Background: an optimization exercise with open tools, aiming at small area, a short achievable clock period and few clock cycles per item. Do not read the settings as production practice.
In this exercise RTL edits were held to simulation tests only and were not proved equivalent to the original.
Power is estimated from default activity; no workload was simulated.

**design/flow/design.v**
```verilog
package dpqc_pkg;
    localparam int DPQC_TABLE_DEPTH = 32;
    typedef enum logic [2:0] {
        ACT_FORMERR = 3'd0,
        ACT_NOTIMP  = 3'd1,
        ACT_REFUSED = 3'd2,
        ACT_FORWARD = 3'd3,
        ACT_DELIVER = 3'd4,
        ACT_DROP    = 3'd5
    } t_action;
    localparam logic [2:0] RC_NONE    = 3'd0;
    localparam logic [2:0] RC_FORMERR = 3'd1;
    localparam logic [2:0] RC_NOTIMP  = 3'd4;
    localparam logic [2:0] RC_REFUSED = 3'd5;
    localparam logic REQ_QUERY  = 1'b0;
    localparam logic REQ_ANSWER = 1'b1;
    typedef struct packed {
        logic        req_type;
        logic [15:0] txn_id;
        logic        flag_qr;
        logic        flag_z;
        logic        flag_cd;
        logic [15:0] question_count;
        logic [15:0] answer_count;
        logic [15:0] query_type;
        logic [15:0] query_class;
        logic        name_blocked;
        logic [15:0] client_port;
        logic [31:0] client_addr;
    } t_req;
    typedef struct packed {
        t_action     action;
        logic [2:0]  rcode;
        logic [15:0] dest_port;
        logic [31:0] dest_addr;
    } t_rsp;
    typedef struct packed {
        logic [15:0] id;
        logic [15:0] port;
        logic [31:0] addr;
    } t_slot;
    typedef struct packed {
        t_rsp rsp;
        logic forward;
    } t_cls;
endpackage
module dpqc_classify (
    input  dpqc_pkg::t_req i_req,
    output logic [2:0]     o_act
);
    logic w_formerr;
    logic w_notimp;
    assign w_formerr = i_req.flag_qr || i_req.flag_z || i_req.flag_cd
                    || (i_req.question_count == 16'd0)
                    || (i_req.answer_count != 16'd0)
                    || (i_req.query_type == 16'd0)
                    || (i_req.query_class == 16'd0);
    assign w_notimp  = (i_req.query_type != 16'd1) || (i_req.query_class != 16'd1);
    always_comb begin
        if (i_req.req_type == dpqc_pkg::REQ_ANSWER) begin
            o_act = dpqc_pkg::ACT_DELIVER;
        end else if (w_formerr) begin
            o_act = dpqc_pkg::ACT_FORMERR;
        end else if (w_notimp) begin
            o_act = dpqc_pkg::ACT_NOTIMP;
        end else if (i_req.name_blocked) begin
            o_act = dpqc_pkg::ACT_REFUSED;
        end else begin
            o_act = dpqc_pkg::ACT_FORWARD;
        end
    end
endmodule
module dpqc_slot_mem #(
    parameter int TABLE_DEPTH = dpqc_pkg::DPQC_TABLE_DEPTH,
    parameter int IDX_W       = $clog2(TABLE_DEPTH)
) (
    input  logic                   i_clk,
    input  logic                   i_wr_en,
    input  logic [IDX_W-1:0]       i_wr_addr,
    input  dpqc_pkg::t_slot        i_wr_data,
    input  logic                   i_full,
    input  logic [15:0]            i_q_id,
    output logic [TABLE_DEPTH-1:0] o_match,
    output logic                   o_unw_hit,
    output logic [TABLE_DEPTH/4-1:0] o_grp,
    input  logic [TABLE_DEPTH-1:0] i_rd_match,
    input  logic [TABLE_DEPTH/4-1:0] i_rd_grp,
    output logic [47:0]            o_rd_pa
);
    logic [15:0] r_id   [TABLE_DEPTH];
    logic [47:0] r_pa   [TABLE_DEPTH];
    logic [TABLE_DEPTH-1:0] w_written;
    logic [TABLE_DEPTH-1:0] w_wr_slot;
    logic [TABLE_DEPTH-1:0] w_sel;
    logic        w_wr_hit;
    assign w_wr_hit = (i_wr_data.id == i_q_id);
    for (genvar i = 0; i < TABLE_DEPTH; i++) begin : g_slot
        assign w_wr_slot[i] = i_wr_en && (i_wr_addr == IDX_W'(i));
        always_ff @(posedge i_clk) begin
            if (w_wr_slot[i]) begin
                r_id[i] <= i_wr_data.id;
                r_pa[i] <= {i_wr_data.port, i_wr_data.addr};
            end
        end
        assign w_written[i] = i_full || (i_wr_addr > IDX_W'(i));
        assign o_match[i]   = w_wr_slot[i] ? w_wr_hit
                                           : (w_written[i] && (r_id[i] == i_q_id));
    end
    assign o_unw_hit = !i_full && !(i_wr_en && (i_wr_addr == IDX_W'(TABLE_DEPTH - 1)))
                    && (i_q_id == 16'd0);
    for (genvar k = 0; k < TABLE_DEPTH / 4; k++) begin : g_grp
        assign o_grp[k] = |o_match[4*k +: 4];
    end
    always_comb begin
        logic w_grp_found;
        logic w_found;
        w_grp_found = 1'b0;
        for (int k = 0; k < TABLE_DEPTH / 4; k++) begin
            w_found = 1'b0;
            for (int j = 0; j < 4; j++) begin
                w_sel[4*k+j] = i_rd_match[4*k+j] && !w_found && !w_grp_found;
                w_found      = w_found || i_rd_match[4*k+j];
            end
            w_grp_found = w_grp_found || i_rd_grp[k];
        end
    end
    always_comb begin
        o_rd_pa = '0;
        for (int i = 0; i < TABLE_DEPTH; i++) begin
            o_rd_pa = o_rd_pa | (r_pa[i] & {48{w_sel[i]}});
        end
    end
endmodule
module dns_proxy_query_classifier_table #(
    parameter int TABLE_DEPTH = dpqc_pkg::DPQC_TABLE_DEPTH
) (
    input  logic        i_clk,
    input  logic        i_rst_n,
    input  logic        i_req_valid,
    output logic        o_req_ready,
    input  logic        i_req_type,
    input  logic [15:0] i_req_txn_id,
    input  logic        i_req_flag_qr,
    input  logic        i_req_flag_z,
    input  logic        i_req_flag_cd,
    input  logic [15:0] i_req_question_count,
    input  logic [15:0] i_req_answer_count,
    input  logic [15:0] i_req_query_type,
    input  logic [15:0] i_req_query_class,
    input  logic        i_req_name_blocked,
    input  logic [15:0] i_req_client_port,
    input  logic [31:0] i_req_client_addr,
    output logic        o_rsp_valid,
    input  logic        i_rsp_ready,
    output logic [2:0]  o_rsp_action,
    output logic [2:0]  o_rsp_rcode,
    output logic [15:0] o_rsp_dest_port,
    output logic [31:0] o_rsp_dest_addr
);
    dpqc_pkg::t_req w_req;
    assign w_req.req_type       = i_req_type;
    assign w_req.txn_id         = i_req_txn_id;
    assign w_req.flag_qr        = i_req_flag_qr;
    assign w_req.flag_z         = i_req_flag_z;
    assign w_req.flag_cd        = i_req_flag_cd;
    assign w_req.question_count = i_req_question_count;
    assign w_req.answer_count   = i_req_answer_count;
    assign w_req.query_type     = i_req_query_type;
    assign w_req.query_class    = i_req_query_class;
    assign w_req.name_blocked   = i_req_name_blocked;
    assign w_req.client_port    = i_req_client_port;
    assign w_req.client_addr    = i_req_client_addr;
    localparam int IDX_W = $clog2(TABLE_DEPTH);
    logic               r2_v, r2_wr, r_out_v, r_skid_v;
    logic [IDX_W-1:0]   r_wr_slot;
    logic               r_full;
    logic [2:0]             r2_act;
    logic                   r2_own;
    logic [TABLE_DEPTH-1:0] r2_match;
    logic [TABLE_DEPTH-1:0] r2_match_hold;
    logic [TABLE_DEPTH-1:0] w_nxt_match;
    logic [TABLE_DEPTH/4-1:0] r2_grp;
    logic [TABLE_DEPTH/4-1:0] r2_grp_hold;
    logic [TABLE_DEPTH/4-1:0] w_grp;
    logic [TABLE_DEPTH/4-1:0] w_nxt_grp;
    logic                   r_ready;
    logic                   r2_unw_hit;
    logic [15:0]            r2_id;
    logic [47:0]            r2_pa;
    logic [2:0]             r_skid_act;
    logic [47:0]            r_skid_pa;
    logic [2:0]             r_head_act;
    logic [47:0]            r_head_pa;
    logic [2:0]             r_head_rcode;
    logic [2:0]             r_out_act;
    logic [2:0]             r_out_rcode;
    logic [47:0]            r_out_pa;
    logic [2:0]             w_act;
    logic                   w_adv;
    logic                   w_accept;
    logic                   w_out_free;
    dpqc_pkg::t_slot        w_wr_data;
    logic [TABLE_DEPTH-1:0] w_match;
    logic                   w_unw_hit;
    logic                   w_hit;
    logic [47:0]            w_rd_pa;
    logic [2:0]             w_res_act;
    logic [47:0]            w_res_pa;
    logic [2:0]             w_nxt_act;
    logic [47:0]            w_nxt_pa;
    logic [2:0]             w_nxt_rcode;
    dpqc_classify u_classify (
        .i_req (w_req),
        .o_act (w_act)
    );
    assign w_adv       = !r_skid_v;
    assign o_req_ready = r_ready;
    assign w_accept    = i_req_valid && w_adv;
    assign w_out_free  = !r_out_v || i_rsp_ready;
    assign w_wr_data.id   = r2_id;
    assign w_wr_data.port = r2_pa[47:32];
    assign w_wr_data.addr = r2_pa[31:0];
    dpqc_slot_mem #(
        .TABLE_DEPTH (TABLE_DEPTH),
        .IDX_W       (IDX_W)
    ) u_slot_mem (
        .i_clk      (i_clk),
        .i_wr_en    (r2_wr),
        .i_wr_addr  (r_wr_slot),
        .i_wr_data  (w_wr_data),
        .i_full     (r_full),
        .i_q_id     (w_req.txn_id),
        .o_match    (w_match),
        .o_unw_hit  (w_unw_hit),
        .o_grp      (w_grp),
        .i_rd_match (r2_match),
        .i_rd_grp   (r2_grp),
        .o_rd_pa    (w_rd_pa)
    );
    assign w_nxt_match = w_act[2] ? w_match : '0;
    assign w_nxt_grp   = w_act[2] ? w_grp   : '0;
    assign w_hit     = r2_unw_hit || (|r2_grp);
    assign w_res_act = r2_act[2] ? (w_hit ? dpqc_pkg::ACT_DELIVER : dpqc_pkg::ACT_DROP)
                                 : r2_act;
    assign w_res_pa  = (r2_pa & {48{r2_own}}) | w_rd_pa;
    assign w_nxt_act = r_skid_v ? r_skid_act : w_res_act;
    assign w_nxt_pa  = r_skid_v ? r_skid_pa  : w_res_pa;
    function automatic logic [2:0] f_rcode(input logic [2:0] act);
        case (act)
            dpqc_pkg::ACT_FORMERR: f_rcode = dpqc_pkg::RC_FORMERR;
            dpqc_pkg::ACT_NOTIMP:  f_rcode = dpqc_pkg::RC_NOTIMP;
            dpqc_pkg::ACT_REFUSED: f_rcode = dpqc_pkg::RC_REFUSED;
            default:               f_rcode = dpqc_pkg::RC_NONE;
        endcase
    endfunction
    assign w_nxt_rcode  = f_rcode(w_nxt_act);
    assign r_head_rcode = f_rcode(r_head_act);
    always_ff @(posedge i_clk) begin
        if (!i_rst_n) begin
            r2_v      <= 1'b0;
            r2_wr     <= 1'b0;
            r_out_v   <= 1'b0;
            r_skid_v  <= 1'b0;
            r_ready   <= 1'b1;
            r_wr_slot <= '0;
            r_full    <= 1'b0;
        end else begin
            if (w_adv) begin
                r2_v <= i_req_valid;
            end
            r2_wr <= w_accept && (w_act == dpqc_pkg::ACT_FORWARD);
            if (r2_wr) begin
                r_wr_slot <= r_wr_slot + IDX_W'(1);
                if (r_wr_slot == IDX_W'(TABLE_DEPTH - 1)) begin
                    r_full <= 1'b1;
                end
            end
            if (w_out_free) begin
                r_out_v <= r_skid_v || r2_v;
            end
            r_skid_v <= r_skid_v ? !w_out_free : (r2_v && !w_out_free);
            r_ready  <= r_skid_v ? w_out_free : !(r2_v && !w_out_free);
        end
    end
    always_ff @(posedge i_clk) begin
        if (w_adv) begin
            r2_act     <= w_act;
            r2_own     <= !w_act[2] && (w_act != dpqc_pkg::ACT_FORWARD);
            if (i_req_valid) begin
                r2_match_hold <= w_nxt_match;
                r2_grp_hold   <= w_nxt_grp;
            end
            r2_unw_hit <= w_unw_hit;
            r2_id      <= w_req.txn_id;
            r2_pa      <= {w_req.client_port, w_req.client_addr};
            r_skid_act <= w_res_act;
            r_skid_pa  <= w_res_pa;
        end
        if (w_out_free && (r_skid_v || r2_v)) begin
            r_head_act <= w_nxt_act;
            r_head_pa  <= w_nxt_pa;
        end
    end
    always_ff @(posedge i_clk) begin
        r2_match    <= w_adv ? w_nxt_match : r2_match_hold;
        r2_grp      <= w_adv ? w_nxt_grp   : r2_grp_hold;
        r_out_act   <= w_out_free ? w_nxt_act   : r_head_act;
        r_out_rcode <= w_out_free ? w_nxt_rcode : r_head_rcode;
        r_out_pa    <= w_out_free ? w_nxt_pa    : r_head_pa;
    end
    assign o_rsp_valid     = r_out_v;
    assign o_rsp_action    = r_out_act;
    assign o_rsp_rcode     = r_out_rcode;
    assign o_rsp_dest_port = r_out_pa[47:32];
    assign o_rsp_dest_addr = r_out_pa[31:0];
endmodule
```
**design/flow/run.sh**
```bash
#!/bin/bash
# synth_recipe.tcl (not shown) runs the flow's synth.tcl, then flattens the netlist and writes it again
# the make line also repeats each setting of config.mk as NAME=value (left out here)
make -C /OpenROAD-flow-scripts/flow DESIGN_CONFIG=/design/flow/config.mk WORK_HOME=/design/flow/orfs CLKGATE_MAP_FILE= SYNTH_SCRIPT=/design/flow/synth_recipe.tcl finish
```
**design/flow/config.mk**
```make
export PLATFORM = sky130hd
export DESIGN_NAME = dns_proxy_query_classifier_table
export DESIGN_NICKNAME = dns_proxy_query_classifier_table
export VERILOG_FILES = /design/flow/design.v
export SDC_FILE = /design/flow/constraint.sdc
export NUM_CORES = 4
export LEC_CHECK = 0
export CAP_MARGIN = 20
export CORE_MARGIN = 2
export CORE_UTILIZATION = 40
export PLACE_DENSITY = 0.6
export SETUP_SLACK_MARGIN = 3.4
export SLEW_MARGIN = 20
```
**design/flow/constraint.sdc**
```tcl
create_clock -name core_clock -period 6.0 [get_ports {i_clk}]
set_input_delay 1.2000 -clock core_clock [delete_from_list [all_inputs] [get_ports {i_clk}]]
set_output_delay 1.2000 -clock core_clock [all_outputs]
set_load 0.01 [all_outputs]
```
==> results of run 1 <==
==> cells in the mapped netlist (40+ instances only) <==
cell type  number
nor4_1         92
o21ai_0        52
a21oi_1        40
a22o_1         84
nand4_1       132
mux2_2         80
a22oi_1       348
dfxtp_1       155
xnor2_1       326
nand2_1       170
edfxtp_1     2208
nor2_1        125
a221o_1        51
nand3_1       108
a221oi_1      128
clkbuf_1      155
xor2_1        205
buf_2         107
a222oi_1       65
==> where the power goes <==
part | switching, W | leakage [nW] | internal (W) | total, W
sequential | 0.000109 | 21.3 | 0.0181 | 0.0183
clock | 0.00642 | 3.82 | 0.00846 | 0.0149
combinational | 0.000852 | 10.1 | 0.000517 | 0.00137
==> kinds of logic after synthesis <==
family / share of synthesized area [%]
AOI/OAI and AO/OA: 8.756
xor gates and xnor gates: 5.249
adders and majority gates: 0.08472
buffers and inverters: 1.566
DFF: 78.33
muxes: 1.052
other: 0.004232
and+or+nand+nor: 4.959
==> state kept, by name (all words and copies together), names as in the netlist, 2 cells and up <==
| register | count |
|---|---|
| r2_act | 3 |
| r_skid_act | 3 |
| r_out_pa | 48 |
| u_slot_mem.r_id | 512 |
| r_out_act | 3 |
| r2_grp_hold | 8 |
| r_out_rcode | 2 |
| r2_match | 32 |
| r2_match_hold | 32 |
| r2_id | 16 |
| u_slot_mem.r_pa | 1536 |
| r2_grp | 8 |
| r_head_pa | 48 |
| r2_pa | 48 |
| r_skid_pa | 48 |
| r_head_act | 3 |
| r_wr_slot | 5 |
==> path summary, 6_finish.rpt <==
path	startpoint	endpoint	slack, ns	cells after the start
max	r2_grp[0]	r_out_pa[22]	3.24	13
min	r_head_pa[13]	r_out_pa[13]	0.44	1
max reg2reg	r2_grp[0]	r_out_pa[22]	3.24	13
min reg2reg	r_head_pa[13]	r_out_pa[13]	0.44	1
==> final cells by class <==
cell class	count	share of cell area, %
inverter	20	0.08737
clock inverter	128	1.319
sequential	2363	63.90
multi-input combinational	2416	18.65
timing repair buffer	683	6.769
clock buffer	311	5.855
tap	2958	3.401
antenna	7	0.01609
==> critical path: stages (launching register included) <==
cell	delay, ns
dfxtp_4	0.39
or4_4	0.57
buf_6	0.16
buf_6	0.11
nor4b_4	0.29
buf_4	0.22
buf_4	0.14
buf_12	0.12
a22oi_1	0.09
nand4_1	0.11
nor4_2	0.06
a2bb2oi_2	0.14
buf_4	0.17
mux2_2	0.15
==> timing repair <==
action                                  CTS  global route
gates cloned                             24             6
setup endpoints to repair              2006           293
pin swaps                               121            85
buffers inserted                        182            75
resized for setup                       751           182
endpoints found under the hold margin     0             0
==> layer usage <==
layer / GRT usage, % / vias to the layer above / share of wire, %
met1: 37.16 / 28280 / 38
met2: 41.67 / 4093 / 45
met5: 0 / - / 0.022
li1: - / 21810 / -
met4: 13.17 / 10 / 5.2
met3: 6.735 / 767 / 13
==> through the flow <==
step           hold WS [ns]  cells  utilization [%]
5_1_grt              0.4722   8880            49.48
3_3_place_gp         0.4320   8153            43.34
4_1_cts              0.4428   8798            48.79
6_report             0.4389   8886            49.48
2_1_floorplan        0.4176   5085                -
3_5_place_dp         0.4441   8153            43.34
==> notes.md, run 1 <==
run status timing/DRC/antenna clean; via-per-instance ratio between 6 and 7; transition time of the tightest slew-check pin around 1.2 ns; most common library cell in the layout ignoring fill and taps edfxtp_1; via total after detailed routing about 55000; floorplan die area around 230000 sq um; first-pass detailed-route iteration total 8; wire length of the first global-routing pass around 430000 microns; Final Skew between 0.09 and 0.1 ns; arrival time at the worst endpoint between 3 and 4 ns; Final GP Congestion 0.8400; worst vdd rail ir drop about 0.00044 V; number of nets with antenna violations after routing 0; chip width 474.7 microns; half-perimeter wire length of the detailed placement result ~170000 microns; Total Nets Final approximately 5900; standard cell core area around 220000 sq um; post-detailed-route DRC marker count 0; asr flop ratio synth 0%; Setup WS pre-CTS between 1.5 and 2 ns; count of input and output buffers ~190; clock slew at reported path FFs approximately 0.070 ns; distinct cell type count of the synthesized netlist 83; net count after synthesis roughly 5200; Worst Setup Start Kind flop; Post-Synthesis Cell Area approximately 89000 sq um; post-synthesis to final-layout area growth 22.83%; height of the die 474.7 microns; effective utilization at floorplan a little over 40%; multi-input logic area ~20000 sq um; number of buffers added by the clock tree synthesis step between 200 and 250; fill cell total of the finished layout around 18000; antenna violations before repair 12; Yosys warnings 5; Placement Rows 172; register area share after synthesis around 78%; final design instance area without fill approximately 110000 sq um; root buffer selected by CTS clkbuf_16; cell count after synthesis between 5000 and 6000; setup violation total in the final timing report 0; relative max-transition margin between 10% and 20%; maximum operating frequency between 0.3 and 0.4 GHz; count of boundary I/O pins slightly below 200; count of hold buffers inserted by post-cts repair 0; Reg area just under 70000 sq um; overall routed net length 318000 microns; min cycle time layout 2.758 ns; worst hold path class flop to flop; ratio of cells with drive above 1 in the final layout 23.48%; sum of internal, switching and leakage power ~0.035 W; number of synthesized flops with an enable pin roughly 2200; type of the setup path with the least slack flop to flop; TNS Setup 0 ns; overall routing resource usage between 20 and 30%; post-detailed-route wirelength per cell 35.79 microns; pin count of the biggest net entering global routing 73; minimum setup slack in the final design 3.242 ns; count of final hold-check violations 0; total overflow reported by the global router 0; drt first-iter violations approximately 9600; clock sink count approximately 2400; number of buffers between clock root and the deepest sink 3; synthesized area divided by synthesized cell count roughly 17 sq um; power density over cell area 317.0 nW/um^2; clock insertion delay at the later pin of the skew report 0.90 ns; Worst setup EP type flop; setup repair after global routing missed its margin yes; leak pwr around 35 nW; area share of the largest cell type after synthesis approximately 75%; Seq cells post-synth ~2400; predominant post-synthesis flop cell edfxtp_1; clock tree from TritonCTS yes; commonest cells after routing, fill and taps aside edfxtp_1, a22oi_1, xnor2_1; post-synth top area cell edfxtp_1; CP Max Fanout 8; Max Slew Vio Count 0; via count of the first global-routing pass ~52000; standard cell area after detailed placement between 90000 and 100000 sq um; leading post-synthesis cells by cell area edfxtp_1, dfxtp_1, xnor2_1, a22oi_1, xor2_1; Required @ worst endpoint a little under 7 ns; Max Cap Viol 0; ratio of final minimum period to clock period between 40% and 50%; H-tree Lvls 4
Testbench counts, summed over its fixed seeds: cycles 12,016, items 12,000.
==> inputs of run 2 (changes only) <==
--- a/design/flow/config.mk
+++ b/design/flow/config.mk
@@ -9,4 +9,6 @@
 export CORE_MARGIN = 2
 export CORE_UTILIZATION = 40
+export CTS_CLUSTER_DIAMETER = 70
+export CTS_CLUSTER_SIZE = 25
 export PLACE_DENSITY = 0.6
 export SETUP_SLACK_MARGIN = 3.4
==> notes.md, run 2 <==
Required @ worst endpoint 6.48 ns (-0.37 ns); chip width 474.7 microns (unchanged); overall routing resource usage 27.31% (-0.17 points); number of buffers added by the clock tree synthesis step 132 (-43%); setup repair after global routing missed its margin yes; predominant post-synthesis flop cell edfxtp_1; number of nets with antenna violations after routing 0 (unchanged); min cycle time layout 2.830 ns (+0.07236 ns); Worst Reg-to-Reg Cells 4 (-9); Reg area 69550 sq um (about the same); worst hold path class flop to flop; Post-Synthesis Cell Area 88610 sq um (unchanged); Power Internal 0.02319 W (-14%); Final GP Congestion 0.8400 (unchanged); total overflow reported by the global router 0 (unchanged); area share of the largest cell type after synthesis 74.83% (unchanged); floorplan die area 225300 sq um (unchanged); top cell types by occurrence after synthesis edfxtp_1, a22oi_1, xnor2_1, xor2_1, nand2_1; H-tree Lvls 4 (unchanged); largest registers u_slot_mem.r_pa (1536), u_slot_mem.r_id (512); multi-input logic area 20570 sq um (+1.4%); maximum operating frequency 0.3534 GHz (-2.6%); root buffer selected by CTS clkbuf_16; post-synthesis to final-layout area growth 19.90%; asr flop ratio synth 0% (unchanged); post-detailed-route wirelength per cell 36.23 microns (+1.2%); transition time of the tightest slew-check pin 1.282 ns (+0.08381 ns); logic gate share of total power 4.6% (+0.6 points); most common library cell in the layout ignoring fill and taps edfxtp_1; post-detailed-route DRC marker count 0 (unchanged); Worst Setup Start Kind flop; effective utilization at floorplan 40.29% (unchanged); Final Skew 0.04819 ns (-0.05080 ns); switching part of the total power 22.57% (+1.2 points); wire length of the first global-routing pass 424700 microns (-0.76%); part of the power in registers 60.9% (+8.0 points); count of final hold-check violations 0 (unchanged); number of buffers between clock root and the deepest sink 3 (unchanged); Max Cap Viol 0 (unchanged); leading post-synthesis cells by cell area edfxtp_1, dfxtp_1, xnor2_1, a22oi_1, xor2_1; top-count cell post-synth edfxtp_1; power density over cell area 281.9 nW/um^2 (-11%); antenna violations before repair 18 (+6); commonest cells after routing, fill and taps aside edfxtp_1, a22oi_1, xnor2_1; register name with the most flops u_slot_mem.r_pa; hold-critical path depth 1 (unchanged); height of the die 474.7 microns (unchanged); drt first-iter violations 9664 (+1.0%); standard cell core area 219900 sq um (unchanged); Clock Power Share 34.5% (-8.6 points); Seq cells post-synth 2363 (unchanged); cell count after synthesis 5085 (unchanged); Total Nets Final 5799 (-1.0%); pin count of the biggest net entering global routing 73 (unchanged); overall routed net length 316300 microns (-0.54%); via count of the first global-routing pass 51403 (-1.6%); register area share after synthesis 78.33% (unchanged); via total after detailed routing 54488 (-0.86%); run status timing/DRC/antenna clean; ratio of final minimum period to clock period 47.17% (+1.2 points); half-perimeter wire length of the detailed placement result 166500 microns (unchanged); fill cell total of the finished layout 18339 (+1.1%); flip-flop count of the largest register after layout 1536 (unchanged); CP Max Fanout 41 (+33); count of input and output buffers 191 (unchanged); via-per-instance ratio 6.241 (+0.91%); net count after synthesis 5228 (unchanged); Yosys warnings 5 (unchanged); worst vdd rail ir drop 0.0003182 V (-27%); clock slew at reported path FFs 0.10 ns (+0.03 ns); clock sink count 2363 (unchanged); leak pwr 34.03 nW (-3.5%); synthesized area divided by synthesized cell count 17.43 sq um (unchanged); Hold Worst Slack 0.4678 ns (+0.02895 ns); TNS Setup 0 ns (unchanged); net switching component of the power 0.006759 W (-8.4%); setup violation total in the final timing report 0 (unchanged); Max Slew Vio Count 0 (unchanged); ratio of cells with drive above 1 in the final layout 23.17% (-0.30 points); arrival time at the worst endpoint 3.31 ns (-0.29 ns); post-synth top area cell edfxtp_1; clock insertion delay at the later pin of the skew report 0.84 ns (-0.06 ns); Placement Rows 172 (unchanged); clock tree from TritonCTS yes; number of synthesized flops with an enable pin 2208 (unchanged); count of boundary I/O pins 193 (unchanged); type of the setup path with the least slack flop to flop; relative max-transition margin 12.31% (-7.4 points); first-pass detailed-route iteration total 8 (unchanged); distinct cell type count of the synthesized netlist 83 (unchanged); Worst setup EP type flop
==> run 2: cell count changes in the layout (fill, tap and decap cells not counted), sizes merged <==
cell / previous run / this run
clkbuf: 321 / 175
buf: 550 / 593
inv: 25 / 56
nor2b: 31 / 30
bufbuf: 4 / 3
bufinv: 23 / 3
clkinvlp: 5 / 6
clkinv: 95 / 32
==> run 2: logic make-up (layout without fill, tap and decap cells) <==
kind of cell / after synthesis / after routing / synth area share [%]
xor gates and xnor gates: 531 / 531 / 5.249
adders and majority gates: 6 / 6 / 0.08472
buffers and inverters: 319 / 987 / 1.566
other: 1 / 8 / 0.004232
muxes: 83 / 83 / 1.052
AOI/OAI and AO/OA: 963 / 963 / 8.756
DFF: 2363 / 2363 / 78.33
and+or+nand+nor: 819 / 831 / 4.959
==> run 2: routing by layer <==
metal | GRT usage (%) | up-vias | share of wire (%)
li1 | - | 21605 | -
met1 | 37.18 | 28193 | 38
met2 | 42.12 | 3966 | 45
met3 | 6.286 | 708 | 12
met4 | 11.54 | 16 | 4.8
met5 | 0 | - | 0.033
==> run 2: path summary, 6_finish.rpt <==
kind,startpoint,to,slack [ns]
max,r_wr_slot[2],u_slot_mem.r_pa[2][0],3.17
min,r_head_pa[47],r_out_pa[47],0.47
max reg2reg,r_wr_slot[2],u_slot_mem.r_pa[2][0],3.17
min reg2reg,r_head_pa[47],r_out_pa[47],0.47
==> run 2: final cells by class <==
type | count | area share [%]
diodes | 7 | 0.01649
clock buffers | 166 | 3.298
clock inverters | 77 | 0.8315
inverters | 20 | 0.08951
multi-input cells | 2415 | 19.37
flip-flops and latches | 2363 | 65.47
well taps | 2958 | 3.484
repair buffers | 724 | 7.446
==> run 2: power by group through the flow <==
| stage | logic, W | registers (W) | clock network (W) |
|---|---|---|---|
| floorplan | 0.000499 | 0.0187 | 0 |
| global placement | 0.00114 | 0.0186 | 0 |
| detailed placement | 0.00115 | 0.0186 | 0 |
| CTS | 0.00132 | 0.0182 | 0.0104 |
| global route | 0.00144 | 0.0182 | 0.0110 |
| finish | 0.00139 | 0.0182 | 0.0103 |
==> run 2: worst max-delay path, stage by stage, from the launching register on <==
cell and delay (ns):
dfxtp_4 0.46, nand4bb_2 0.63, nor2_4 0.27, buf_6 0.50
buf_6 0.48
==> run 2: stage by stage <==
stage	utilization [%]	power, W	cells	area [sq um]	setup WS (ns)
final	48.30	0.02995	8730	106200	3.170
after global routing	48.30	0.03063	8726	106200	3.163
after CTS	47.44	0.02995	8637	104300	3.273
after detailed placement	43.34	0.01979	8153	95320	1.750
after global placement	43.34	0.01977	8153	95310	1.696
after floorplan	-	0.01917	5085	89690	2.974
==> run 2: repair_timing <==
item | CTS | global route
endpoints found under the setup margin | 2038 | 271
pin swaps | 134 | 136
setup buffers | 216 | 78
resized for setup | 819 | 235
hold buffers | 0 | 0
gates cloned | 25 | 8
==> inputs of run 3 (changes only) <==
--- a/design/flow/design.v
+++ b/design/flow/design.v
@@ -86,4 +86,6 @@
     input  logic [TABLE_DEPTH-1:0] i_rd_match,
     input  logic [TABLE_DEPTH/4-1:0] i_rd_grp,
+    output logic                   o_lo,
+    input  logic                   i_rd_lo,
     output logic [47:0]            o_rd_pa
 );
@@ -112,4 +114,5 @@
         assign o_grp[k] = |o_match[4*k +: 4];
     end
+    assign o_lo = |o_match[TABLE_DEPTH/2-1:0];
     always_comb begin
         logic w_grp_found;
@@ -117,4 +120,7 @@
         w_grp_found = 1'b0;
         for (int k = 0; k < TABLE_DEPTH / 4; k++) begin
+            if (k == TABLE_DEPTH / 8) begin
+                w_grp_found = i_rd_lo;
+            end
             w_found = 1'b0;
             for (int j = 0; j < 4; j++) begin
@@ -185,4 +191,8 @@
     logic [TABLE_DEPTH/4-1:0] w_nxt_grp;
     logic                   r_ready;
+    logic                   r2_lo;
+    logic                   r2_lo_hold;
+    logic                   w_lo;
+    logic                   w_nxt_lo;
     logic                   r2_unw_hit;
     logic [15:0]            r2_id;
@@ -236,8 +246,11 @@
         .i_rd_match (r2_match),
         .i_rd_grp   (r2_grp),
+        .o_lo       (w_lo),
+        .i_rd_lo    (r2_lo),
         .o_rd_pa    (w_rd_pa)
     );
     assign w_nxt_match = w_act[2] ? w_match : '0;
     assign w_nxt_grp   = w_act[2] ? w_grp   : '0;
+    assign w_nxt_lo    = w_act[2] && w_lo;
     assign w_hit     = r2_unw_hit || (|r2_grp);
     assign w_res_act = r2_act[2] ? (w_hit ? dpqc_pkg::ACT_DELIVER : dpqc_pkg::ACT_DROP)
@@ -290,4 +303,5 @@
                 r2_match_hold <= w_nxt_match;
                 r2_grp_hold   <= w_nxt_grp;
+                r2_lo_hold    <= w_nxt_lo;
             end
             r2_unw_hit <= w_unw_hit;
@@ -305,4 +319,5 @@
         r2_match    <= w_adv ? w_nxt_match : r2_match_hold;
         r2_grp      <= w_adv ? w_nxt_grp   : r2_grp_hold;
+        r2_lo       <= w_adv ? w_nxt_lo    : r2_lo_hold;
         r_out_act   <= w_out_free ? w_nxt_act   : r_head_act;
         r_out_rcode <= w_out_free ? w_nxt_rcode : r_head_rcode;
--- a/design/flow/config.mk
+++ b/design/flow/config.mk
@@ -9,6 +9,4 @@
 export CORE_MARGIN = 2
 export CORE_UTILIZATION = 40
-export CTS_CLUSTER_DIAMETER = 70
-export CTS_CLUSTER_SIZE = 25
 export PLACE_DENSITY = 0.6
 export SETUP_SLACK_MARGIN = 3.4
==> notes.md, run 3 <==
run status timing/DRC/antenna clean; buffers plus inverters on the worst setup path 3 (+1); type of the setup path with the least slack flop to flop; number of synthesized flops with an enable pin 2209 (+0.045%); logic depth of the worst path, buffers included 10 (+6); antenna violations before repair 13 (-5); Final Skew 0.1156 ns (+0.06740 ns); flip-flop count of the largest register after layout 1536 (unchanged); count of input and output buffers 191 (unchanged); setup violation total in the final timing report 0 (unchanged); number of buffers between clock root and the deepest sink 3 (unchanged); cell count after synthesis 4961 (-2.4%); worst hold path class flop to flop; height of the die 472.1 microns (-0.54%); minimum setup slack in the final design 3.352 ns (+0.1821 ns); clock slew at reported path FFs 0.06 ns (-0.04 ns); Crit-path slowest cell or3_4; CP delay by family, top simple AND/OR/NAND/NOR gates; CP Max Fanout 6 (-85%); area fraction in and, or, nand and nor cells after synthesis 4.895% (-0.064 points); min cycle time layout 2.648 ns (-0.1821 ns); worst-case register-to-register setup slack 3.35 ns (+0.18 ns); power density over cell area 318.9 nW/um^2 (+13%); net count after synthesis 5104 (-2.4%); most frequent CP cell buf_4; number of nets with antenna violations after routing 0 (unchanged); TNS Setup 0 ns (unchanged); clock tree from TritonCTS yes; via total after detailed routing 51516 (-5.5%); synthesized-area fraction occupied by adder cells 0.08565% (+0.00093 points); Post-Layout Cell Count 8544 (-2.1%); post-synthesis mux area share 1.009% (-0.043 points); Max Cap Viol 0 (unchanged); maximum operating frequency 0.3777 GHz (+6.9%); overall routing resource usage 24.14% (-3.2 points); most common library cell in the layout ignoring fill and taps edfxtp_1; relative max-transition margin 22.37% (+10 points); Yosys warnings 5 (unchanged); synthesized area divided by synthesized cell count 17.67 sq um (+1.4%); post-detailed-route DRC marker count 0 (unchanged); leading post-synthesis cells by cell area edfxtp_1, xor2_1, dfxtp_1, a22oi_1, xnor2_1; pin count of the biggest net entering global routing 59 (-19%); dominant combinational cell family by area after synthesis compound AO/OA/AOI/OAI gates; ratio of cells with drive above 1 in the final layout 19.45% (-3.7 points); setup repair after global routing missed its margin yes; area share of the largest cell type after synthesis 75.68% (+0.85 points); top-count cell post-synth edfxtp_1; commonest cells after routing, fill and taps aside edfxtp_1, xor2_1, nand2_1; wire length of the first global-routing pass 380300 microns (-10%); Compound-Gate Fraction of Synth Area 7.661% (-1.1 points); Worst Setup SP r2_lo; clock insertion delay at the later pin of the skew report 0.90 ns (+0.06 ns); Seq cells post-synth 2365 (+0.085%); count of boundary I/O pins 193 (unchanged); fill cell total of the finished layout 17888 (-2.5%); via-per-instance ratio 6.029 (-3.4%); RR Endpoint r_out_pa[16]; register area share after synthesis 79.24% (+0.91 points); clock sink count 2365 (+0.085%); post-synth top area cell edfxtp_1; Setup WS pre-CTS 1.757 ns (+0.007210 ns); via count of the first global-routing pass 49110 (-4.5%); predominant post-synthesis flop cell edfxtp_1; register name with the most flops u_slot_mem.r_pa; arrival time at the worst endpoint 3.50 ns (+0.19 ns); worst vdd rail ir drop 0.0003178 V (-0.13%); Post-Synthesis Cell Area 87650 sq um (-1.1%); number of buffers added by the clock tree synthesis step 227 (+72%); Worst setup EP type flop; overall routed net length 283500 microns (-10%); multi-input logic area 18280 sq um (-11%); first-pass detailed-route iteration total 9 (+1); largest registers u_slot_mem.r_pa (1536), u_slot_mem.r_id (512); ratio of final minimum period to clock period 44.13% (-3.0 points); ordered cell list for the critical path or3_4 > buf_4 > nor3b_4 > buf_4 > buf_12 > a21oi_1 > nand4_1 > nor2_2 > a32oi_4 > mux2_2; number of placed instances, taps included 7913 (-2.9%); post-detailed-route wirelength per cell 33.19 microns (-8.4%); highest cell delay on the worst timing path 0.46 ns (-0.17 ns); half-perimeter wire length of the detailed placement result 142400 microns (-14%); drt first-iter violations 8234 (-15%); asr flop ratio synth 0% (unchanged); transition time of the tightest slew-check pin 1.157 ns (-0.1255 ns); hold-critical path depth 2 (+1); standard cell core area 217400 sq um (-1.2%); startpoint of the worst register-to-register path r2_lo; top cell types by occurrence after synthesis edfxtp_1, xor2_1, nand2_1, a22oi_1, xnor2_1; count of final hold-check violations 0 (unchanged); leak pwr 34.36 nW (+0.98%); chip width 472.1 microns (-0.54%); effective utilization at floorplan 40.32% (about the same); Worst Reg-to-Reg Cells 10 (+6); area share of xor/xnor cells in the synthesized design 5.326% (+0.077 points); post-synthesis to final-layout area growth 19.97% (about the same); Final GP Congestion 0.8110 (-3.5%); Required @ worst endpoint 6.85 ns (+0.37 ns); root buffer selected by CTS clkbuf_16; Max Slew Vio Count 0 (unchanged); count of hold buffers inserted by post-cts repair 0 (unchanged); capturing element of the worst setup path r_out_pa[16]; Worst Setup Start Kind flop; distinct cell type count of the synthesized netlist 67 (-19%); total overflow reported by the global router 0 (unchanged); Placement Rows 171 (-0.58%); Reg area 69520 sq um (about the same); Total Nets Final 5625 (-3.0%); floorplan die area 222900 sq um (-1.1%); H-tree Lvls 4 (unchanged)
[run 3: changes by cell type after synthesis, moves of 51 or more]
cell	previous run	this run
a221o_1	51	0
a222oi_1	65	144
a22oi_1	348	255
nand2_1	170	280
nor2_1	125	54
xnor2_1	326	174
xor2_1	205	359
[run 3: per-stage QoR]
stage	cell area, sq um	hold WS, ns	util [%]	total power (W)
after detailed placement	93680	0.4415	43.10	0.01967
after global placement	93650	0.4342	43.08	0.01965
after CTS	103200	0.4458	47.47	0.03356
after global routing	105200	0.4645	48.37	0.03438
final	105200	0.4496	48.38	0.03354
after floorplan	87980	0.4215	-	0.01910
[run 3: cells by family after synthesis]
kind of cell | Yosys count
flip-flops | 2365
AND/OR/NAND/NOR | 828
AO/OA/AOI/OAI | 811
XOR/XNOR | 533
buffers and inverters | 338
multiplexers | 79
adder cells (fa/ha/maj) | 6
other | 1
[run 3: area by class of cell]
cell class | count | share of cell area, %
Antenna cell | 3 | 0.007139
Clock buffer | 275 | 5.621
Inverter | 61 | 0.3641
Clock inverter | 159 | 1.397
Timing Repair Buffer | 558 | 5.720
Multi-Input combinational cell | 2269 | 17.39
Tap cell | 2854 | 3.396
Sequential cell | 2365 | 66.11
[run 3: worst min-delay path by stage]
| stage | start | end | slack [ns] |
|---|---|---|---|
| finish | r2_match_hold[26] | r2_match[26] | 0.45 |
| global route | r2_match_hold[24] | r2_match[24] | 0.46 |
| CTS | r2_match_hold[26] | r2_match[26] | 0.45 |
| detailed placement | r2_match_hold[31] | r2_match[31] | 0.44 |
| global placement | r2_match_hold[26] | r2_match[26] | 0.43 |
| floorplan | r2_match_hold[16] | r2_match[16] | 0.42 |
[run 3: metal layers]
metal  global-route usage (%)  share of wire, %  up-vias
li1                         -                 -    21035
met1                    33.33                39    26663
met2                    37.86                46     3249
met3                    5.648                11      549
met4                    7.683               3.6       20
met5                        0             0.081        -
[run 3: tightest hold or removal path, stage by stage, from the launching register on]
cell	delay (ns)
edfxtp_1	0.32
nand2_1	0.05
o21ai_0	0.06
[run 3: power breakdown]
group          total [W]  switching [W]  internal (W)
combinational    0.00119       0.000746      0.000441
clock             0.0141        0.00638       0.00772
sequential        0.0183      0.0000932        0.0182
[run 3: timing repair]
item,CTS,global route
endpoints found under the setup margin,1756,386
pin swaps,51,81
resized for setup,541,201
buffers inserted,90,72
gates cloned,15,17
Testbench counts of run 3, summed over its fixed seeds: cycles 12,016, items 12,000.
==> inputs of run 4 (changes only) <==
--- a/design/flow/config.mk
+++ b/design/flow/config.mk
@@ -9,5 +9,7 @@
 export CORE_MARGIN = 2
 export CORE_UTILIZATION = 40
+export CTS_CLUSTER_DIAMETER = 70
+export CTS_CLUSTER_SIZE = 25
 export PLACE_DENSITY = 0.6
-export SETUP_SLACK_MARGIN = 3.4
+export SETUP_SLACK_MARGIN = 3.6
 export SLEW_MARGIN = 20
==> notes.md, run 4 <==
predominant post-synthesis flop cell edfxtp_1; first-pass detailed-route iteration total 10 (+1); worst vdd rail ir drop 0.0003097 V (-2.5%); run status timing/DRC/antenna clean; root buffer selected by CTS clkbuf_16; synthesized area divided by synthesized cell count 17.67 sq um (unchanged); part of the power in registers 60.1% (+5.7 points); number of synthesized flops with an enable pin 2209 (unchanged); setup repair after global routing missed its margin yes; Worst Hold Path EP r2_match[21]; clock tree from TritonCTS yes; net switching component of the power 0.006666 W (-7.6%); ratio of final minimum period to clock period 44.25% (+0.12 points); half-perimeter wire length of the detailed placement result 141400 microns (-0.71%); count of hold buffers inserted by post-cts repair 0 (unchanged); chip width 472.1 microns (unchanged); Max Slew Vio Count 0 (unchanged); top cell types by occurrence after synthesis edfxtp_1, xor2_1, nand2_1, a22oi_1, xnor2_1; number of buffers added by the clock tree synthesis step 133 (-41%); distinct cell type count of the synthesized netlist 67 (unchanged); area share of the largest cell type after synthesis 75.68% (unchanged); leak pwr 35.12 nW (+2.2%); Yosys warnings 5 (unchanged); largest registers u_slot_mem.r_pa (1536), u_slot_mem.r_id (512); final design instance area without fill 107200 sq um (+1.9%); wire length of the first global-routing pass 397700 microns (+4.6%); Total Nets Final 5736 (+2.0%); most common library cell in the layout ignoring fill and taps edfxtp_1; count of input and output buffers 191 (unchanged); arrival time at the worst endpoint 3.37 ns (-0.13 ns); Placement Rows 171 (unchanged); net count after synthesis 5104 (unchanged); TNS Setup 0 ns (unchanged); Hold Worst Slack 0.4610 ns (+0.01144 ns); overall routing resource usage 25.46% (+1.3 points); pin count of the biggest net entering global routing 90 (+53%); startpoint of the worst register-to-register path r2_grp[5]; Final GP Congestion 0.8334 (+2.8%); worst-case register-to-register setup slack 3.34 ns (about the same); Worst Setup Start Kind flop; leading post-synthesis cells by cell area edfxtp_1, xor2_1, dfxtp_1, a22oi_1, xnor2_1; RR Endpoint r_out_pa[14]; start point of the worst min-delay path r2_match_hold[21]; post-synth top area cell edfxtp_1; relative max-transition margin 20.44% (-1.9 points); transition time of the tightest slew-check pin 1.192 ns (+0.03543 ns); Final Skew 0.05760 ns (-0.05799 ns); standard cell area after detailed placement 93650 sq um (about the same); asr flop ratio synth 0% (unchanged); Clock Power Share 35.3% (-6.7 points); CP Max Fanout 7 (+1); Worst setup EP type flop; number of nets with antenna violations after routing 0 (unchanged); standard cell core area 217400 sq um (unchanged); height of the die 472.1 microns (unchanged); cell count after synthesis 4961 (unchanged); register name with the most flops u_slot_mem.r_pa; effective utilization at floorplan 40.32% (unchanged); via count of the first global-routing pass 49708 (+1.2%); type of the setup path with the least slack flop to flop; count of final hold-check violations 0 (unchanged); logic gate share of total power 4.6% (+1.1 points); count of boundary I/O pins 193 (unchanged); total overflow reported by the global router 0 (unchanged); clock insertion delay at the later pin of the skew report 0.84 ns (-0.06 ns); clock slew at reported path FFs 0.10 ns (+0.04 ns); maximum operating frequency 0.3766 GHz (-0.27%); number of buffers between clock root and the deepest sink 3 (unchanged); ratio of cells with drive above 1 in the final layout 24.32% (+4.9 points); post-detailed-route wirelength per cell 34.94 microns (+5.3%); switching part of the total power 21.99% (+0.47 points); register area share after synthesis 79.24% (unchanged); commonest cells after routing, fill and taps aside edfxtp_1, xor2_1, buf_4; clock sink count 2365 (unchanged); overall routed net length 299000 microns (+5.4%); power density over cell area 282.9 nW/um^2 (-11%); post-synthesis to final-layout area growth 22.28%; setup violation total in the final timing report 0 (unchanged); drt first-iter violations 8555 (+3.9%); Power Internal 0.02365 W (-10%); worst hold path class flop to flop; top-count cell post-synth edfxtp_1; Worst Reg-to-Reg Cells 11 (+1); antenna violations before repair 14 (+1); H-tree Lvls 4 (unchanged); Post-Synthesis Cell Area 87650 sq um (unchanged); hold-critical path depth 2 (unchanged); min cycle time layout 2.655 ns (+0.007180 ns); post-detailed-route DRC marker count 0 (unchanged); Required @ worst endpoint 6.71 ns (-0.14 ns); via-per-instance ratio 6.151 (+2.0%); Max Cap Viol 0 (unchanged); Seq cells post-synth 2365 (unchanged); via total after detailed routing 52639 (+2.2%); floorplan die area 222900 sq um (unchanged); flip-flop count of the largest register after layout 1536 (unchanged)
[run 4: metal layers]
layer / GRT usage, % / vias to the layer above / share of wire [%] / wire length, microns
li1: - / 21200 / - / -
met1: 35.18 / 27249 / 38 / 114200
met2: 39.84 / 3595 / 46 / 136500
met3: 5.035 / 587 / 12 / 35180
met4: 9.725 / 8 / 4.4 / 13080
met5: 0 / - / 0.019 / 56
[run 4: final cells by class]
| cell class | count | area, sq um |
|---|---|---|
| Antenna cell | 8 | 20.02 |
| Timing Repair Buffer | 753 | 9263 |
| Clock inverter | 81 | 1139 |
| Tap cell | 2854 | 3571 |
| Multi-Input combinational cell | 2273 | 19600 |
| Timing Repair inverter | 6 | 52.55 |
| Fill cell | 17652 | 110200 |
| Sequential cell | 2365 | 69560 |
| Clock buffer | 157 | 3492 |
| Inverter | 61 | 486.7 |
[run 4: kinds of logic after synthesis]
kind of cell	after synthesis	synth area share, %
adders and majority gates	6	0.08565
AOI/OAI and AO/OA	811	7.661
other	1	0.004278
and+or+nand+nor	828	4.895
muxes	79	1.009
buffers and inverters	338	1.777
xor gates and xnor gates	533	5.326
DFF	2365	79.24
[run 4: how the worst max path moves through the flow]
stage,slack [ns],depth (start not counted),endpoint,start
global route,3.30,11,r_out_pa[46],r2_lo
floorplan,2.80,7,r2_grp[5],r2_wr
CTS,3.34,11,r_out_pa[46],r2_lo
detailed placement,1.55,9,r2_lo_hold,i_req_txn_id[8]
global placement,1.59,9,r2_lo_hold,i_req_txn_id[8]
finish,3.34,11,r_out_pa[14],r2_grp[5]
[run 4: through the flow]
stage / setup WS [ns] / util [%] / cells / power [W]
after floorplan: 2.795 / - / 4961 / 0.01911
after global placement: 1.593 / 43.06 / 7895 / 0.01964
after detailed placement: 1.545 / 43.08 / 7897 / 0.01966
after CTS: 3.343 / 48.06 / 8405 / 0.03028
after global routing: 3.297 / 49.30 / 8550 / 0.03105
final: 3.345 / 49.31 / 8558 / 0.03032
[run 4: timing repair]
item | in CTS | in global routing
endpoints found under the setup margin | 2117 | 539
gates cloned | 42 | 19
setup buffers | 228 | 126
resized for setup | 936 | 254
pin swaps | 202 | 175
[run 4: worst max-delay path, cell delays in order, from the launching register on]
cell	delay, ns
dfxtp_1	0.39
or3_4	0.25
buf_4	0.15
nor3b_4	0.04
buf_12	0.15
buf_12	0.14
clkbuf_16	0.18
buf_4	0.17
a2111oi_4	0.31
nand4_1	0.13
o22a_2	0.29
mux2_4	0.33
[run 4: power by group through the flow]
stage | Sequential (W) | Clock (W) | Combinational [W]
3_5_place_dp | 0.0186 | 0 | 0.00102
3_3_place_gp | 0.0186 | 0 | 0.00101
5_1_grt | 0.0183 | 0.0114 | 0.00144
6_report | 0.0182 | 0.0107 | 0.00138
2_1_floorplan | 0.0187 | 0 | 0.000435
4_1_cts | 0.0182 | 0.0108 | 0.00126
==> inputs of run 5 (changes only) <==
--- a/design/flow/config.mk
+++ b/design/flow/config.mk
@@ -12,4 +12,4 @@
 export CTS_CLUSTER_SIZE = 25
 export PLACE_DENSITY = 0.6
-export SETUP_SLACK_MARGIN = 3.6
+export SETUP_SLACK_MARGIN = 3.4
 export SLEW_MARGIN = 20
==> notes.md, run 5 <==
power density over cell area 286.4 nW/um^2 (+1.3%); ordered cell list for the critical path buf_2 > nor4bb_2 > nand3_2 > inv_8 > buf_4; relative max-transition margin 23.10% (+2.7 points); effective utilization at floorplan 40.32% (unchanged); Final GP Congestion 0.8110 (-2.7%); logic gate share of total power 4.1% (-0.5 points); net switching component of the power 0.006353 W (-4.7%); Worst Setup SP r_wr_slot[1]; Max Cap Viol 0 (unchanged); CP Max Fanout 47 (+40); run status timing/DRC/antenna clean; overall routing resource usage 23.89% (-1.6 points); leading post-synthesis cells by cell area edfxtp_1, xor2_1, dfxtp_1, a22oi_1, xnor2_1; asr flop ratio synth 0% (unchanged); count of final hold-check violations 0 (unchanged); most common library cell in the layout ignoring fill and taps edfxtp_1; overall routed net length 280100 microns (-6.3%); floorplan die area 222900 sq um (unchanged); via count of the first global-routing pass 47944 (-3.5%); setup repair after global routing missed its margin yes; post-synth top area cell edfxtp_1; count of input and output buffers 191 (unchanged); Worst setup EP type flop; clock sink count 2365 (unchanged); total overflow reported by the global router 0 (unchanged); post-synthesis to final-layout area growth 15.90%; net count after synthesis 5104 (unchanged); number of buffers added by the clock tree synthesis step 120 (-9.8%); Post-Synthesis Cell Area 87650 sq um (unchanged); post-detailed-route wirelength per cell 33.67 microns (-3.6%); standard cell core area 217400 sq um (unchanged); root buffer selected by CTS clkbuf_16; antenna violations before repair 9 (-5); leak pwr 32.62 nW (-7.1%); Clock Power Share 33.3% (-2.0 points); clock slew at reported path FFs 0.10 ns (about the same); number of buffers between clock root and the deepest sink 3 (unchanged); drt first-iter violations 8457 (-1.1%); area share of the largest cell type after synthesis 75.68% (unchanged); number of nets with antenna violations after routing 0 (unchanged); Power Internal 0.02274 W (-3.8%); number of synthesized flops with an enable pin 2209 (unchanged); distinct cell type count of the synthesized netlist 67 (unchanged); fill cell total of the finished layout 18251 (+3.4%); synthesized area divided by synthesized cell count 17.67 sq um (unchanged); min cycle time layout 2.618 ns (-0.03665 ns); Final Skew 0.09363 ns (+0.03603 ns); wire length of the first global-routing pass 376000 microns (-5.4%); pin count of the biggest net entering global routing 59 (-34%); chip width 472.1 microns (unchanged); via total after detailed routing 50588 (-3.9%); Post-Layout Cell Count 8319 (-2.8%); ratio of cells with drive above 1 in the final layout 17.49% (-6.8 points); worst hold path class flop to flop; Total Nets Final 5501 (-4.1%); register area share after synthesis 79.24% (unchanged); top cell types by occurrence after synthesis edfxtp_1, xor2_1, nand2_1, a22oi_1, xnor2_1; via-per-instance ratio 6.081 (-1.1%); transition time of the tightest slew-check pin 1.152 ns (-0.03986 ns); number of placed instances, taps included 7913 (+0.20%); clock tree from TritonCTS yes; maximum operating frequency 0.3819 GHz (+1.4%); height of the die 472.1 microns (unchanged); flip-flop count of the largest register after layout 1536 (unchanged); Crit-path slowest cell buf_4; count of boundary I/O pins 193 (unchanged); Max Slew Vio Count 0 (unchanged); setup violation total in the final timing report 0 (unchanged); largest registers u_slot_mem.r_pa (1536), u_slot_mem.r_id (512); switching part of the total power 21.84% (-0.15 points); CP delay by family, top buffers and inverters; Required @ worst endpoint 6.46 ns (-0.25 ns); clock insertion delay at the later pin of the skew report 0.87 ns (+0.03 ns); highest cell delay on the worst timing path 0.50 ns (+0.11 ns); worst vdd rail ir drop 0.0003041 V (-1.8%); half-perimeter wire length of the detailed placement result 142400 microns (+0.72%); startpoint of the worst register-to-register path r_wr_slot[1]; final design instance area without fill 101600 sq um (-5.2%); commonest cells after routing, fill and taps aside edfxtp_1, xor2_1, nand2_1; buffers plus inverters on the worst setup path 3 (-2); H-tree Lvls 3 (-1); first-pass detailed-route iteration total 8 (-2); standard cell area after detailed placement 93680 sq um (about the same); type of the setup path with the least slack flop to flop; part of the power in registers 62.6% (+2.5 points); start point of the worst min-delay path r2_match_hold[31]; cell count after synthesis 4961 (unchanged); TNS Setup 0 ns (unchanged); Placement Rows 171 (unchanged); post-detailed-route DRC marker count 0 (unchanged); Yosys warnings 5 (unchanged); register name with the most flops u_slot_mem.r_pa; Seq cells post-synth 2365 (unchanged); Worst Setup Start Kind flop; top-count cell post-synth edfxtp_1; arrival time at the worst endpoint 3.08 ns (-0.29 ns); predominant post-synthesis flop cell edfxtp_1; ratio of final minimum period to clock period 43.64% (-0.61 points)
==> run 5: path summary, 6_finish.rpt <==
path | end | slack [ns] | depth (start not counted)
min reg2reg | r2_match[31] | 0.46 | 2
max | u_slot_mem.r_pa[6][13] | 3.38 | 5
min | r2_match[31] | 0.46 | 2
max reg2reg | u_slot_mem.r_pa[6][13] | 3.38 | 5
==> run 5: area by class of cell <==
| class | count | area, sq um | share of cell area [%] |
|---|---|---|---|
| flip-flops and latches | 2365 | 69520 | 68.43 |
| multi-input cells | 2269 | 18300 | 18.01 |
| repair buffers | 541 | 5766 | 5.675 |
| well taps | 2854 | 3571 | 3.515 |
| clock buffers | 168 | 3348 | 3.296 |
| clock inverters | 55 | 678.2 | 0.6675 |
| inverters | 61 | 397.9 | 0.3916 |
| diodes | 6 | 15.01 | 0.01478 |
==> run 5: timing repair <==
| action | 4_1_cts | 5_1_grt |
|---|---|---|
| pin swaps | 47 | 77 |
| hold buffers | 0 | 0 |
| resized for setup | 539 | 213 |
| hold endpoints to repair | 0 | 0 |
| endpoints found under the setup margin | 1703 | 305 |
| buffers inserted | 86 | 64 |
| gates cloned | 15 | 12 |
==> run 5: layer usage <==
layer	track usage (%)	share of wire, %	vias to the layer above
met2	37.49	45	3160
met1	33.13	39	26271
met4	7.817	4.0	8
met5	0	0.017	-
li1	-	-	20672
met3	5.191	11	477
==> run 5: kinds of logic (layout without fill, tap and decap cells) <==
| family | Yosys count | in the layout | synth area share, % |
|---|---|---|---|
| and+or+nand+nor | 828 | 838 | 4.895 |
| xor gates and xnor gates | 533 | 533 | 5.326 |
| muxes | 79 | 79 | 1.009 |
| AOI/OAI and AO/OA | 811 | 812 | 7.661 |
| adders and majority gates | 6 | 6 | 0.08565 |
| buffers and inverters | 338 | 825 | 1.777 |
| DFF | 2365 | 2365 | 79.24 |
| other | 1 | 7 | 0.004278 |
==> run 5: tightest hold or removal path: stages (launching register included) <==
cell and delay, ns:
edfxtp_1 0.33, nand2_1 0.04, o21ai_0 0.06
==> run 5: through the flow <==
| stage | total power (W) | util (%) | hold slack (ns) | worst slack [ns] |
|---|---|---|---|---|
| after global placement | 0.01965 | 43.08 | 0.4342 | 1.737 |
| after global routing | 0.02982 | 46.73 | 0.4671 | 3.286 |
| after detailed placement | 0.01967 | 43.10 | 0.4415 | 1.757 |
| final | 0.02910 | 46.74 | 0.4567 | 3.382 |
| after CTS | 0.02909 | 45.90 | 0.4510 | 3.364 |
| after floorplan | 0.01910 | - | 0.4215 | 2.773 |
==> run 5: power by group through the flow <==
stage          registers (W)  clock network, W  logic (W)
6_report              0.0182           0.00968    0.00118
5_1_grt               0.0182            0.0103    0.00125
4_1_cts               0.0182           0.00978    0.00106
3_5_place_dp          0.0186                 0    0.00103
3_3_place_gp          0.0186                 0    0.00102
2_1_floorplan         0.0187                 0   0.000422
==> inputs of run 6 (changes only) <==
--- a/design/flow/config.mk
+++ b/design/flow/config.mk
@@ -11,5 +11,5 @@
 export CTS_CLUSTER_DIAMETER = 70
 export CTS_CLUSTER_SIZE = 25
-export PLACE_DENSITY = 0.6
-export SETUP_SLACK_MARGIN = 3.4
+export PLACE_DENSITY = 0.65
+export SETUP_SLACK_MARGIN = 3.5
 export SLEW_MARGIN = 20
==> notes.md, run 6 <==
run status timing/DRC/antenna clean; register name with the most flops u_slot_mem.r_pa; overall routing resource usage 24.40% (+0.51 points); power density over cell area 276.5 nW/um^2 (-3.5%); H-tree Lvls 3 (unchanged); via-per-instance ratio 6.166 (+1.4%); clock insertion delay at the later pin of the skew report 0.85 ns (-0.02 ns); final design instance area without fill 104500 sq um (+2.9%); total overflow reported by the global router 0 (unchanged); via count of the first global-routing pass 49102 (+2.4%); half-perimeter wire length of the detailed placement result 140000 microns (-1.7%); root buffer selected by CTS clkbuf_16; setup repair after global routing missed its margin yes; via total after detailed routing 52119 (+3.0%); worst hold path class flop to flop; register area share after synthesis 79.24% (unchanged); area share of the largest cell type after synthesis 75.68% (unchanged); CP Max Fanout 6 (-87%); Final Skew 0.06930 ns (-0.02433 ns); min cycle time layout 2.806 ns (+0.1877 ns); multi-input logic area 19010 sq um (+3.9%); Post-Layout Cell Count 8453 (+1.6%); asr flop ratio synth 0% (unchanged); wire length of the first global-routing pass 383900 microns (+2.1%); most frequent CP cell buf_12; number of synthesized flops with an enable pin 2209 (unchanged); highest cell delay on the worst timing path 0.39 ns (-0.11 ns); post-synth top area cell edfxtp_1; leak pwr 33.89 nW (+3.9%); setup violation total in the final timing report 0 (unchanged); drt first-iter violations 9734 (+15%); Max Slew Vio Count 0 (unchanged); chip width 472.1 microns (unchanged); Seq cells post-synth 2365 (unchanged); synthesized area divided by synthesized cell count 17.67 sq um (unchanged); Crit-path slowest cell dfxtp_4; Worst Setup Start Kind flop; Required @ worst endpoint 6.72 ns (+0.26 ns); post-detailed-route DRC marker count 0 (unchanged); worst vdd rail ir drop 0.0002582 V (-15%); count of boundary I/O pins 193 (unchanged); count of hold buffers inserted by post-cts repair 0 (unchanged); ratio of cells with drive above 1 in the final layout 21.13% (+3.6 points); fill cell total of the finished layout 17721 (-2.9%); count of input and output buffers 191 (unchanged); pin count of the biggest net entering global routing 72 (+22%); Yosys warnings 5 (unchanged); number of placed instances, taps included 7892 (-0.27%); number of nets with antenna violations after routing 0 (unchanged); count of final hold-check violations 0 (unchanged); post-synthesis to final-layout area growth 19.25%; transition time of the tightest slew-check pin 1.268 ns (+0.1158 ns); TNS Setup 0 ns (unchanged); sum of internal, switching and leakage power 0.02890 W (-0.68%); Final GP Congestion 0.8134 (+0.30%); number of buffers between clock root and the deepest sink 3 (unchanged); top-count cell post-synth edfxtp_1; floorplan die area 222900 sq um (unchanged); clock tree from TritonCTS yes; flip-flop count of the largest register after layout 1536 (unchanged); ratio of final minimum period to clock period 46.77% (+3.1 points); commonest cells after routing, fill and taps aside edfxtp_1, xor2_1, nand2_1; clock sink count 2365 (unchanged); Worst setup EP type flop; type of the setup path with the least slack flop to flop; clock slew at reported path FFs 0.10 ns (about the same); cell count after synthesis 4961 (unchanged); leading post-synthesis cells by cell area edfxtp_1, xor2_1, dfxtp_1, a22oi_1, xnor2_1; effective utilization at floorplan 40.32% (unchanged); number of buffers added by the clock tree synthesis step 118 (-1.7%); minimum setup slack in the final design 3.194 ns (-0.1877 ns); standard cell area after detailed placement 93580 sq um (-0.11%); post-detailed-route wirelength per cell 33.92 microns (+0.75%); maximum operating frequency 0.3564 GHz (-6.7%); ordered cell list for the critical path or3_4 > buf_12 > nor3_4 > buf_12 > and3b_4 > buf_12 > buf_12 > a222oi_1 > nand3_1 > a221oi_2 > a32oi_4 > buf_12 > mux2_4; Setup WS pre-CTS 1.647 ns (-0.1100 ns); antenna violations before repair 27 (+18); predominant post-synthesis flop cell edfxtp_1; distinct cell type count of the synthesized netlist 67 (unchanged); net count after synthesis 5104 (unchanged); first-pass detailed-route iteration total 8 (unchanged); relative max-transition margin 15.47% (-7.6 points); largest registers u_slot_mem.r_pa (1536), u_slot_mem.r_id (512); arrival time at the worst endpoint 3.53 ns (+0.45 ns); Post-Synthesis Cell Area 87650 sq um (unchanged); Total Nets Final 5640 (+2.5%); most common library cell in the layout ignoring fill and taps edfxtp_1; Reg area 69550 sq um (about the same); standard cell core area 217400 sq um (unchanged); Max Cap Viol 0 (unchanged); top cell types by occurrence after synthesis edfxtp_1, xor2_1, nand2_1, a22oi_1, xnor2_1; height of the die 472.1 microns (unchanged); overall routed net length 286700 microns (+2.4%); Placement Rows 171 (unchanged)
## run 6: cell counts after synthesis
Identical to the previous run, type by type.
## run 6: cell type report
class	instances	area share (%)
clock inverter	37	0.5686
tap	2854	3.416
timing repair inverter	3	0.02514
sequential	2365	66.54
inverter	61	0.4657
timing repair buffer	674	7.665
antenna	6	0.01436
multi-input combinational	2274	18.19
clock buffer	179	3.115
## run 6: worst max-delay path: cells and delay by family, from the launching register on
family,cells,cell delay (ns)
simple gates,4,0.56
mux,1,0.25
compound gates,3,0.78
flops,1,0.39
buf+inv,5,0.70
## run 6: report_power, final
| group | total, W | switching [W] | internal (W) |
|---|---|---|---|
| clock network | 0.00941 | 0.00543 | 0.00398 |
| registers | 0.0183 | 0.000116 | 0.0181 |
| logic | 0.00124 | 0.000734 | 0.000504 |
| total | 0.0289 | 0.00628 | 0.0226 |
## run 6: stage by stage
step | util, % | hold WS (ns)
3_5_place_dp | 43.05 | 0.4345
2_1_floorplan | - | 0.4215
4_1_cts | 46.83 | 0.4529
3_3_place_gp | 43.04 | 0.4308
5_1_grt | 48.08 | 0.4731
6_report | 48.08 | 0.4477
## run 6: metal layers
layer  vias up  share of wire (%)  wire length, microns  global-route usage [%]
met4        18                4.7                 13480                   8.525
met2      3753                 45                129400                   38.24
met1     26770                 37                106800                   33.52
met5         -              0.041                   118                       0
met3       614                 13                 36910                   5.536
li1      20964                  -                     -                       -
## run 6: what timing repair did
item	in CTS	in global routing
pin swaps	118	151
buffers inserted	174	116
gates cloned	32	16
gates resized for setup	772	292
setup endpoints to repair	2112	601
## run 6: cell families (layout without fill, tap and decap cells)
family,count (synthesis),in the layout,synth area share [%]
buffers and inverters,338,954,1.777
other,1,7,0.004278
muxes,79,79,1.009
AOI/OAI and AO/OA,811,811,7.661
adders and majority gates,6,6,0.08565
xor gates and xnor gates,533,533,5.326
DFF,2365,2365,79.24
and+or+nand+nor,828,844,4.895
## run 6: worst paths after layout
path                startpoint            to  slack (ns)  depth (start not counted)
max                      r2_lo  r_out_pa[46]        3.19                         13
min          r2_match_hold[26]  r2_match[26]        0.45                          2
max reg2reg              r2_lo  r_out_pa[46]        3.19                         13
min reg2reg  r2_match_hold[26]  r2_match[26]        0.45                          2

re-timing with driven ports:
No port has a modelled driver above. Below, the same layouts with a new extraction and two added sets of constraints.
Step 1: set_driving_cell puts a clkbuf_16 on i_clk and a buf_2 on each other input, an assumption about the parent block.
Step 2, shift: input delay + t, output delay - t, t = (earliest + latest rising clock arrival at the registers) / 2. This alone moves slack from input paths to output paths.
Three values: ideal, step 1, step 2; two values: the first two.
| run | shift t [ns] | slack for setup (ns) | worst hold slack (ns) | worst slew at a driven data input, ns |
|---|---|---|---|---|
| run 1 | 0.943 | 3.242 / 3.242 / 2.499 | 0.439 / 0.439 / 0.439 | 0.13 |
| run 2 | 0.922 | 3.170 / 3.170 / 2.511 | 0.468 / 0.468 / 0.468 | 0.13 |
| run 3 | 0.935 | 3.352 / 3.339 / 2.516 | 0.450 / 0.450 / 0.450 | 0.12 |
| run 4 | 0.901 | 3.345 / 3.345 / 2.495 | 0.461 / 0.461 / 0.461 | 0.19 |
| run 5 | 0.904 | 3.382 / 3.326 / 2.519 | 0.457 / 0.457 / 0.457 | 0.12 |
| run 6 | 0.901 | 3.194 / 3.194 / 2.539 | 0.448 / 0.448 / 0.448 | 0.12 |
After both steps setup and hold are still met in every run listed. The setup slack of run 5, which loses most, moves by -0.056 ns with the drivers and by -0.863 ns with both steps.
